Background: an optimization exercise with open tools, aiming at small area. Do not read the settings as production practice.
The RTL was checked by simulation tests, not by an equivalence proof against the original design.
Power and IR drop assume default switching activity.

run 1:
==> flow/design.v (excerpt) <==
module ex_top (
    input  logic        clk,
    input  logic        reset,
    input  logic        in_valid,
    input  logic [31:0] pc,
    input  logic [31:0] instr,
    input  logic [31:0] rs1_data,
    input  logic [31:0] rs2_data,
    output logic        out_valid,
    output logic [31:0] result,
    output logic [4:0]  rd,
    output logic        rd_write,
    output logic        redirect,
    output logic        illegal,
    output logic [31:0] target
);
export LEC_CHECK = 0
export ABC_AREA = 1
export CAP_MARGIN = 0
export CORE_MARGIN = 2
export CORE_UTILIZATION = 40
export GPL_TIMING_DRIVEN = 0
export SLEW_MARGIN = 0
export BUFFER_PORTS_ARGS = -buffer_cell sky130_fd_sc_hd__buf_1
export REMOVE_ABC_BUFFERS = 1
export RECOVER_POWER = 100
export CTS_ARGS = -sink_clustering_enable -repair_clock_nets -buf_list sky130_fd_sc_hd__clkbuf_8 -dont_use_dummy_load
create_clock -name core_clock -period 7.0 [get_ports {clk}]
standard.sh (not shown) runs the stock make flow with config.mk's settings and CLKGATE_MAP_FILE= SYNTH_SCRIPT=/design/flow/synth_recipe.tcl, a recipe that flattens the netlist after the stock synthesis.
==> flow/flow/run.sh <==
#!/bin/bash
# The standard layout (standard.sh) with settings that save area:
# - synthesis maps with abc_area.script (three rounds of choice computation and
#   area-recovering mapping) instead of ORFS's area script; everything else in
#   the ORFS scripts is unchanged,
# - port buffers from the smallest buffer cell,
# - synthesis buffers removed at floorplan, non-critical gates downsized after
#   global routing,
# - clock tree from clkbuf_8 without dummy loads.
set -euo pipefail
rm -rf scripts_abc
cp -r "$FLOW_HOME/scripts" scripts_abc
cp flow/abc_area.script scripts_abc/abc_area.script
cat >> "$FLOW_CONFIG" <<'EOC'
export BUFFER_PORTS_ARGS = -buffer_cell sky130_fd_sc_hd__buf_1
export REMOVE_ABC_BUFFERS = 1
export RECOVER_POWER = 100
export CTS_ARGS = -sink_clustering_enable -repair_clock_nets -buf_list sky130_fd_sc_hd__clkbuf_8 -dont_use_dummy_load
EOC
SCRIPTS_DIR="$PWD/scripts_abc" bash standard.sh > standard.log 2>&1
==> flow/flow/abc_area.script <==
strash
&get -n
&dch
&nf -p
&st
&dch
&nf -p
&st
&dch
&nf -p
&put
buffer -c
topo
stime -c
upsize -c
dnsize -c
[inputs] run 2 vs run 1
# run 1
export LEC_CHECK = 0
export ABC_AREA = 1
export CAP_MARGIN = 0
export CORE_MARGIN = 2
export CORE_UTILIZATION = 40
export GPL_TIMING_DRIVEN = 0
export SLEW_MARGIN = 0
export BUFFER_PORTS_ARGS = -buffer_cell sky130_fd_sc_hd__buf_1
export REMOVE_ABC_BUFFERS = 1
export RECOVER_POWER = 100
export CTS_ARGS = -sink_clustering_enable -repair_clock_nets -buf_list sky130_fd_sc_hd__clkbuf_8 -dont_use_dummy_load
create_clock -name core_clock -period 7.0 [get_ports {clk}]
# run 2
export LEC_CHECK = 0
export ABC_AREA = 1
export CAP_MARGIN = 0
export CORE_MARGIN = 2
export CORE_UTILIZATION = 40
export CTS_BUF_LIST = sky130_fd_sc_hd__clkbuf_4 sky130_fd_sc_hd__clkbuf_8
export GPL_TIMING_DRIVEN = 0
export SLEW_MARGIN = 0
create_clock -name core_clock -period 7.0 [get_ports {clk}]
==> flow/run.sh (new file) <==
#!/bin/bash
# synth_recipe.tcl (not shown) runs the flow's synth.tcl, then flattens the netlist and writes it again
# the make line also repeats each setting of config.mk as NAME=value (left out here)
make -C /OpenROAD-flow-scripts/flow DESIGN_CONFIG=/design/flow/config.mk WORK_HOME=/design/flow/orfs CLKGATE_MAP_FILE= SYNTH_SCRIPT=/design/flow/synth_recipe.tcl finish
removed: flow/flow/run.sh
removed: flow/flow/abc_area.script
removed: flow/standard.sh
Notes after the runs:
Utilization sits higher in run 2 than in run 1.
Run 2 vs run 1 — proportion of power drawn by combinational gates rose 3.2 points.
Relative to run 1, net count reported at finish increased by about 32% in run 2.
Compared with run 1, in run 2 switching share of power went up; stage delay of the slowest cell on the critical path shows no meaningful change; cell area +21%; worst setup slack after layout now sits lower.
Edits applied to the flow inputs when going from run 2 to run 3:
# run 2
export LEC_CHECK = 0
export ABC_AREA = 1
export CAP_MARGIN = 0
export CORE_MARGIN = 2
export CORE_UTILIZATION = 40
export CTS_BUF_LIST = sky130_fd_sc_hd__clkbuf_4 sky130_fd_sc_hd__clkbuf_8
export GPL_TIMING_DRIVEN = 0
export SLEW_MARGIN = 0
create_clock -name core_clock -period 7.0 [get_ports {clk}]
# run 3
export LEC_CHECK = 0
export CAP_MARGIN = 20
export CORE_MARGIN = 2
export CORE_UTILIZATION = 40
export SLEW_MARGIN = 20
create_clock -name core_clock -period 7.0 [get_ports {clk}]
--- outcome ---
- Summary of run 3 over run 2: wire length after detailed routing went down, clock share of power went up, logic gate share of total power went down, power attributed to combinational cells went up.
- The critical path depth number comes out higher for run 2 vs run 3.
- The setup slack of run 3 is larger than that of run 2.

## job 556
Another version of the RTL of ex_top (not shown whole).
For scale: about 1200 cells after synthesis, ~200 I/O pins, about 0.0075 mm^2 of cells after synthesis.
Settings: LEC_CHECK=0, ABC_AREA=1, CAP_MARGIN=20, CORE_MARGIN=2, CORE_UTILIZATION=45, GPL_TIMING_DRIVEN=0, SLEW_MARGIN=20, BUFFER_PORTS_ARGS=-buffer_cell sky130_fd_sc_hd__buf_1, REMOVE_ABC_BUFFERS=1, RECOVER_POWER=100, CTS_ARGS=-sink_clustering_enable -repair_clock_nets -buf_list sky130_fd_sc_hd__clkbuf_8 -dont_use_dummy_load -sink_clustering_size 25 -sink_clustering_max_diameter 80; clock period 7.0 ns.
==> flow/flow/run.sh <==
#!/bin/bash
# The standard layout (standard.sh) with settings that save area:
# - synthesis maps with abc_area.script (choices, delay-oriented mapping, then
#   area-only standard-cell mapping with mux matching) instead of ORFS's area
#   script; everything else in the ORFS scripts is unchanged,
# - no full/half adder cells extracted before ABC (ADDER_MAP_FILE empty), so
#   ABC maps the adders' gates with the rest of the logic,
# - port buffers from the smallest buffer cell,
# - synthesis buffers removed at floorplan, non-critical gates downsized after
#   global routing,
# - clock tree from clkbuf_8 without dummy loads.
set -euo pipefail
rm -rf scripts_abc
cp -r "$FLOW_HOME/scripts" scripts_abc
cp flow/abc_area.script scripts_abc/abc_area.script
cat >> "$FLOW_CONFIG" <<'EOC'
export BUFFER_PORTS_ARGS = -buffer_cell sky130_fd_sc_hd__buf_1
export REMOVE_ABC_BUFFERS = 1
export ADDER_MAP_FILE =
export RECOVER_POWER = 100
export CTS_ARGS = -sink_clustering_enable -repair_clock_nets -buf_list sky130_fd_sc_hd__clkbuf_8 -dont_use_dummy_load -sink_clustering_size 25 -sink_clustering_max_diameter 80
EOC
SCRIPTS_DIR="$PWD/scripts_abc" bash standard.sh > standard.log 2>&1
==> flow/flow/abc_area.script <==
strash
&get -n
&dch
&nf -p
&put
strash
dch
amap -m
buffer -c
topo
stime -c
dnsize -c
Input changes introduced in job 8190 (baseline for comparison: job 556):
--- a/flow/flow/run.sh
+++ b/flow/flow/run.sh
@@ -3 +3 @@
-# - synthesis maps with abc_area.script (choices, delay-oriented mapping, then
+# - synthesis maps with abc_area.script (resynthesis, delay-oriented mapping, then
==> flow/flow/abc_area.script <==
strash
&get -n
&synch2
&nf -p
&put
strash
dch
amap -m -F 2
buffer -c
topo
stime -c
upsize -c
dnsize -c
[summary]
Via count came out lower on job 8190 than on job 556.
Looking at sequential cell fraction of total power across job 8190 and job 556, the one that comes out lower is job 556.
Die height delta (job 8190 -> job 556): insignificant
Sequential area share after synthesis delta (job 8190 -> job 556): insignificant
Of job 8190 and job 556, it is job 8190 that has the higher routed wirelength normalized by instance count.
## Diff of input files: job 8780 against job 8190
--- a/flow/flow/abc_area.script
+++ b/flow/flow/abc_area.script
@@ -8 +8 @@
-amap -m -F 2
+amap -m -F 4
==> comparison <==
Across job 8190 and job 8780, the outcome is the same: a clean finish for every run. Of the two values seen for endpoint of the most critical setup path, result[31] was produced by job 8780 and result[0] by job 8190. Job 8780 vs. job 8190: largest fanout on the critical path rose about 7%; area of the mapped netlist fell 0.94%; sequential share of cell area about even; flip-flop and latch count about even; fraction of the cycle the final worst path needs rose 1.2 points. Job 8780 against job 8190: number of nets at the end of the flow went down; cell area went up; layout filler cell count went down; via count did not really move. Looking at critical-path cell with the highest stage delay, the a2111oi_0 result is from job 8190; the a222oi_1 one comes from job 8780. Die area, job 8780 vs job 8190: down slightly.
Edits applied to the flow inputs when going from job 8780 to job 8275:
- CORE_UTILIZATION changed from 45 to 50
--- a/flow/flow/abc_area.script
+++ b/flow/flow/abc_area.script
@@ -8 +8 @@
-amap -m -F 4
+amap -m -F 2
Findings:
- Sort job 8780 and job 8275 by average cell area after synthesis, descending, and job 8780 comes first.
- Between job 8780 and job 8275, the clock period minus final worst setup slack figures differ only marginally.
- On proportion of layout cells with a drive suffix above 1, job 8780 and job 8275 are basically level.
- Critical path buffer and inverter count delta for job 8275 relative to job 8780: 1 higher
- Job 8275 vs. job 8780: area growth from synthesis to final layout shrank by 1.4 points, global-route met3 utilization rose by 1.5 points, count of hold buffers inserted by post-cts repair did not really move, combinational-cell power consumption ~0 delta.
- Via count normalized by instance count of job 8275 exceeds that of job 8780 slightly.
- NOTE: power in job 8275 falls short of that of job 8780
- For sequential share of layout area, job 8275 and job 8780 come out practically identical.
What job 7420 does differently from job 8275 at the input level:
- CORE_UTILIZATION now 45, was 50
--- a/flow/flow/run.sh
+++ b/flow/flow/run.sh
@@ -3 +3 @@
-# - synthesis maps with abc_area.script (resynthesis, delay-oriented mapping, then
+# - synthesis maps with abc_area.script (choices, delay-oriented mapping, then
--- a/flow/flow/abc_area.script
+++ b/flow/flow/abc_area.script
@@ -3 +3 @@
-&synch2
+&dch
@@ -8 +8 @@
-amap -m -F 2
+amap -m
Notes after the runs:
Between job 7420 and job 8275, the clock-cell share of area figures differ only marginally. Job 7420 — die span in x 7.9 um higher, job 8275 as reference. ~same clock power in job 7420 and job 8275. Changes observed in job 7420 relative to job 8275: fraction of area in registers has decreased, hold slack went up by 0.013 ns.

-- port drivers added, routing unchanged --
How much do the figures lean on ideal ports? The routed layouts below were timed once more, with nothing changed but the port constraints. Step 1 assumes that a clkbuf_16 drives the clock port and a buf_2 every other input. Step 2 also shifts input and output timing later by t, the mid clock arrival at the registers, as if the neighbouring blocks saw the same clock. Three values: ideal, step 1, step 2; two values: the first two.
| run | t (ns) | slack for setup (ns) | worst setup path after step 2 | slew at the worst register clock pin (ns) | worst data-port slew with drivers (ns) |
|---|---|---|---|---|---|
| run 1 | 0.423 | 0.289 / 0.302 / -0.122 | input to register | 0.10 / 0.10 | 0.04 |
| run 2 | 0.436 | 0.249 / 0.274 / -0.162 | input to register | 0.12 / 0.12 | 0.05 |
| run 3 | 0.396 | 0.901 / 0.930 / 0.534 | input to register | 0.07 / 0.07 | 0.06 |
| job 556 | 0.411 | 0.224 / 0.244 / -0.167 | input to register | 0.09 / 0.09 | 0.04 |
| job 8190 | 0.427 | 0.347 / 0.359 / -0.068 | input to register | 0.09 / 0.09 | 0.04 |
| job 8780 | 0.417 | 0.260 / 0.258 / -0.159 | input to register | 0.09 / 0.09 | 0.05 |
| job 8275 | 0.416 | 0.258 / 0.263 / -0.153 | input to register | 0.09 / 0.09 | 0.04 |
| job 7420 | 0.418 | 0.252 / 0.272 / -0.147 | input to register | 0.09 / 0.09 | 0.06 |
With both steps, setup timing fails in 7 of these runs, where it was met with ideal ports. The setup slack of job 8780, which loses most, moves by -0.002 ns with the drivers and by -0.419 ns with both steps.
